Background: an optimization exercise with open tools, aiming at small area. Do not read the settings as production practice. Function was checked by simulation only, so behaviour that the tests miss may differ from the original.

==> flow/design.v (outline; a module is shown in full before it is edited, if it fits) <==
// module operand_mult_array: 2035 lines
// module product_adder_tree: 97 lines
// module result_buffer_ctrl: 50 lines
// module result_ram: 17 lines
// module mac_buff_top: 43 lines
module mac_buff_top (
    input  logic           CLK,
    input  logic           RST_N,
    input  logic           en_mac,
    input  logic [127:0]   operands,
    input  logic           en_block_read,
    output logic           rdy_mac,
    output logic           rdy_block_read,
    output logic           mem_val_valid,
    output logic [33:0]    mem_val_data
);
  // ...
==> flow/flow/run.sh <==
#!/bin/bash
# The standard layout (standard.sh) with two changes:
# - synthesis is synth_recipe.tcl with Yosys's generic abc pass skipped
#   inside synth (-noabc), so that extract_fa sees the adder tree as written;
#   the final liberty abc, flattening and renaming are unchanged
# - a leaner clock tree: clkbuf_16 only, larger sink clusters and no dummy
#   balancing loads
set -euo pipefail
HERE=$(cd "$(dirname "$0")" && pwd)
CTS="-sink_clustering_enable -repair_clock_nets -dont_use_dummy_load"
CTS="$CTS -buf_list sky130_fd_sc_hd__clkbuf_16"
CTS="$CTS -sink_clustering_size 26 -sink_clustering_max_diameter 120"
bash standard.sh "SYNTH_SCRIPT=$HERE/synth_noabc.tcl" "CTS_ARGS=$CTS" finish > standard_make.log 2>&1
==> flow/flow/synth_noabc.tcl <==
proc synth {args} { yosys synth -nofsm -noshare -noabc {*}$args }
source $::env(SCRIPTS_DIR)/synth.tcl
# left out here: clear keep_hierarchy, flatten, clean up, hide names made inside functions, write 1_2_yosys.v
==> flow/standard.sh <==
#!/bin/bash
# synth_recipe.tcl (not shown) runs the flow's synth.tcl, then flattens the netlist and writes it again
# the make line also repeats each setting of config.mk as NAME=value (left out here)
make -C /OpenROAD-flow-scripts/flow DESIGN_CONFIG=/design/flow/config.mk WORK_HOME=/design/flow/orfs CLKGATE_MAP_FILE= SYNTH_SCRIPT=/design/flow/synth_recipe.tcl "${@:-finish}"
==> flow/config.mk <==
export PLATFORM = sky130hd
export DESIGN_NAME = mac_buff_top
export DESIGN_NICKNAME = mac_buff_top
export VERILOG_FILES = /design/flow/design.v
export SDC_FILE = /design/flow/constraint.sdc
export NUM_CORES = 4
export LEC_CHECK = 0
export CAP_MARGIN = 20
export CORE_MARGIN = 2
export CORE_UTILIZATION = 60
export SLEW_MARGIN = 20
==> flow/constraint.sdc <==
create_clock -name core_clock -period 6.0 [get_ports {CLK}]
set_input_delay 1.2000 -clock core_clock [delete_from_list [all_inputs] [get_ports {CLK}]]
set_output_delay 1.2000 -clock core_clock [all_outputs]
set_load 0.01 [all_outputs]
==> flow_summary.yaml, run 1 <==
worst_hold_path:
  hold_start: "u_ram.mem[1566]"
  hold_class: "reg2reg"
synthesis:
  ys_seq_area_frac: 0.727
  synth_area_per_cell_um2: 19.0
  synth_most_common_cell: "edfxtp_1"
  yosys.area.top_type: "edfxtp_1"
sta:
  fin_hold_ws_ns: 0.359
  fmax_ghz: 0.173
  fin_crit_sh: 0.961
final_layout:
  multi_input_area_um2: 24200
  nFlopsAndLatches: 2390
  final_cell_mix: "edfxtp_1, fa_1, xnor2_1"
  dominant_cells: "registers"
  buffers: 379
  multi_input_cells: 2185
critical_path:
  r2r_end: "u_mult.sum_b[22]"
  worstSetupEndpointType: "flop"
  crit_type: "reg2reg"
  path_buf_inv: 1
  crit_required_ns: 6.59
  r2r-start: "u_mult.op_q[21]"
  path_delay_family: "adder cells"
  path_max_fanout: 17
placement:
  place_ws_ns: 0.275
  gp_congestion: 0.889
clock_network:
  cts_tree: "yes"
  ctsResizeCount: 0
  cts_max_level: 3
global_routing:
  grt-ovfl-total: 0
floorplanning:
  core_um2: 159000
  num_rows: 146
  floorplan.initialDensity: 0.605
  dieArea_um2: 163000
  die_x_um: 404
  die_h_um: 404
run_status:
  status: "finished clean"
==> run 2, diff against run 1 <==
==> flow/flow/run.sh (replaced) <==
#!/bin/bash
# The standard layout (standard.sh) with these changes:
# - synthesis is synth_recipe.tcl with Yosys's generic abc pass skipped
#   inside synth (-noabc), so that extract_fa sees the adder tree as written;
#   the final liberty abc, flattening and renaming are unchanged
# - input and output ports get the smallest buffer (buf_1) instead of the
#   delay cell buffer_ports picks by default; every port is still buffered
# - a leaner clock tree: clkbuf_16 only, larger sink clusters and no dummy
#   balancing loads
set -euo pipefail
HERE=$(cd "$(dirname "$0")" && pwd)
CTS="-sink_clustering_enable -repair_clock_nets -dont_use_dummy_load"
CTS="$CTS -buf_list sky130_fd_sc_hd__clkbuf_16"
CTS="$CTS -sink_clustering_size 26 -sink_clustering_max_diameter 120"
bash standard.sh "SYNTH_SCRIPT=$HERE/synth_noabc.tcl" "CTS_ARGS=$CTS" \
    "BUFFER_PORTS_ARGS=-buffer_cell sky130_fd_sc_hd__buf_1" finish > standard_make.log 2>&1
==> run 2 against run 1 <==
Against the previous run:
- final cell count about the same
- non-clock buffer count down 3
- core utilization down 0.63 points
- fmax down 2.2%
- synthesized cell count unchanged
- critical path type unchanged
- critical endpoint is now u_mult.sum_b[18]
==> flow_summary.yaml, run 2 <==
synthesis:
  synth_top_flop_cell: "edfxtp_1"
  postSynthCellCount: 5050
  syn_nets: 5908
  synth_edf_count: 2176
  synth_compound_area_frac: 0.0415
  ys_seq_area_frac: 0.727
  synth-seq-cells: 2390
  synth_area_per_cell_um2: 19.0
  synthXorXnorAreaFrac: 0.0457
  synthMuxAreaShare: 0.00190
  ys_types: 49
  synthTopCellsByCount: "edfxtp_1, fa_1, xnor2_1"
  synth_area_um2: 95900
  synth_most_common_cell: "edfxtp_1"
  yosys_warnings: 3
  synth.area.top_cells: "edfxtp_1, fa_1, xnor2_1, dfxtp_1, a22oi_1"
  yosys.area.top_type: "edfxtp_1"
  synth_top_family_by_area: "adder cells"
  synth_simple_gate_area_frac: 0.0198
  async_reset_ff_frac: 0.00753
  synth_top_area_frac: 0.681
  synth_adder_area_share: 0.143
sta:
  drv_slew: 0
  finClkSkew_ns: 0.123
  grt_setup_unrepaired: "false"
  setup_tns_ns: 0
  setup_violations: 0
  fin_crit_ns: 5.90
  setup_ws_ns: 0.100
  fmax_ghz: 0.169
  fin_hold_ws_ns: 0.357
  tightest_slew_ns: 1.03
  fin_crit_sh: 0.983
  slew-limit-headroom: 0.316
  hold_violations: 0
critical_path:
  cpMostUsedCell: "fa_1"
  ff2ff_path_depth: 11
  worstSetupEndpointType: "flop"
  critPathLaunchType: "flop"
  crit_type: "reg2reg"
  worstPathArrival_ns: 6.45
  path_buf_inv: 0
  r2r_end: "u_mult.sum_b[18]"
  path_delay_family: "adder cells"
  crit_required_ns: 6.55
  path_max_fanout: 11
  r2r_slack_ns: 0.10
  r2r-start: "u_mult.op_q[23]"
  path_cells: "ha_1 > a22oi_1 > xnor2_1 > fa_1 > fa_1 > fa_1 > fa_1 > fa_1 > fa_1 > fa_1 > fa_1"
  cp_slowest_cell: "ha_1"
  cpPeakStageDelay_ns: 0.59
final_layout:
  drive_gt1_frac: 0.0667
  largest_reg_flops: 2176
  design_area_um2: 102000
  nFillCells: 10900
  final_cell_mix: "edfxtp_1, fa_1, xnor2_1"
  regArea_um2: 69700
  mostFrequentLayoutCell: "edfxtp_1"
  nNetsFinal: 6075
  top_register: "u_ram.mem"
  fin_cells: 7291
  reg_top3: "u_ram.mem (2176), u_mult.op_q (128)"
  multi_input_area_um2: 24200
  area_growth_pct: 6.49
placement:
  placed_area_um2: 99400
  place_ws_ns: 0.261
  gp_congestion: 0.902
  numPortBuffers: 168
  dp.final_hpwl_um: 128000
  place_inst: 7181
clock_network:
  hold_buffers: 0
  cts_tree: "yes"
  clk_pin_slew_ns: 0.10
  cts_sinks: 2390
  clk_path_buf_depth: 3
  clock-root-buffer: "clkbuf_16"
  post_cts_buffers: 0
  cts_max_level: 3
  clock_latency_ns: 0.77
  numCtsBuffers: 105
drt:
  antenna_left: 0
  wl_per_cell_um: 24.7
  vias: 41500
  drt-total-wl_um: 180000
  drc: 0
  drtIter0Drc: 4160
  post_drt_via_cell_ratio: 5.70
  drt_pre_antenna_iters: 8
global_routing:
  grt-ovfl-total: 0
  grt_pass1_vias: 41200
  antenna_found_initial: 10
  grt_pass1_wl_um: 264000
  grt_max_degree: 178
  track_usage: 0.222
floorplanning:
  core_um2: 159000
  ios: 169
  die_x_um: 404
  die_h_um: 404
  floorplan.initialDensity: 0.605
  num_rows: 146
  dieArea_um2: 163000
worst_hold_path:
  worst_hold_path.num_cells: 0
  hold_start: "u_ctrl.rd_valid_q"
  hold_class: "reg2reg"
  hold_end: "u_ctrl.mem_val_valid"
run:
  drv_cap: 0
run_status:
  status: "finished clean"
## run 2: cell counts after synthesis
No cell type changed its count.
## run 2: worst max-delay path by stage
stage	endpoint	startpoint	cells after the start	slack [ns]
2_1_floorplan	u_ram.mem[0]	u_ctrl.vld[1]	1	-10.66
3_3_place_gp	u_mult.sum_b[18]	u_mult.op_q[23]	11	0.32
3_5_place_dp	u_mult.sum_b[17]	u_mult.op_q[21]	12	0.26
4_1_cts	u_mult.sum_b[17]	u_mult.op_q[21]	12	0.13
5_1_grt	u_mult.sum_b[18]	u_mult.op_q[23]	11	0.01
6_report	u_mult.sum_b[18]	u_mult.op_q[23]	11	0.10
## run 2: cell families (layout without fill, tap and decap cells)
logic type | Yosys count | in the layout
DFF | 2390 | 2390
adders and majority gates | 726 | 726
AOI/OAI and AO/OA | 557 | 557
xor gates and xnor gates | 500 | 500
buffers and inverters | 475 | 640
and+or+nand+nor | 384 | 384
muxes | 18 | 18
other | 0 | 4
## run 2: cell type report
class,count,share of cell area
sequential,2390,0.683
multi-input combinational,2185,0.237
clock buffer,105,0.0257
tap,2072,0.0254
timing repair buffer,376,0.0234
inverter,159,0.00584
antenna,4,0.0000980
## run 2: metal layers
metal	global-route usage	share of wire
met3	0.0335	0.049
met4	0.0912	0.047
met1	0.327	0.44
met5	0	0.000072
met2	0.339	0.46
## run 2: worst register-to-register path, cell delays in order, from the launching register on
cell and delay [ns]:
dfxtp_1 0.38, ha_1 0.60, a22oi_1 0.19, xnor2_1 0.49, fa_1 0.54, fa_1 0.57, fa_1 0.44, fa_1 0.51
fa_1 0.47, fa_1 0.52, fa_1 0.52, fa_1 0.47
## run 2: repair_timing
item | CTS | global route
endpoints found under the hold margin | 0 | 0
endpoints found under the setup margin | 0 | 9
resized for setup | 0 | 1
## run 2: stage by stage
stage	utilization
2_1_floorplan	-
3_3_place_gp	0.627
3_5_place_dp	0.627
4_1_cts	0.644
5_1_grt	0.644
6_report	0.644

[afterwards: timing with drivers on the ports]
No port has a modelled driver above. Below, the same layouts with a new extraction and two added sets of constraints.
Step 1 sets driving cells, clkbuf_16 on the clock port and buf_2 on the other inputs (assumed; they add their load-dependent delay and slew).
Step 2 moves the port delays by t, midway between the first and last clock arrival at a register: inputs arrive t later, outputs are due t later. That takes back most of the time a late clock gives input paths.
Slacks: no drivers / after step 1 / after step 2; pairs: no drivers / after step 1.
run | t (ns) | setup WS [ns] | worst hold slack (ns) | worst setup path at the end | slew at the worst register clock pin (ns)
run 1 | 0.804 | 0.233 / 0.233 / 0.233 | 0.359 / 0.359 / 0.359 | register to register | 0.10 / 0.10
run 2 | 0.797 | 0.100 / 0.100 / 0.100 | 0.357 / 0.357 / 0.357 | register to register | 0.10 / 0.10
After both steps every run listed still meets setup and hold.
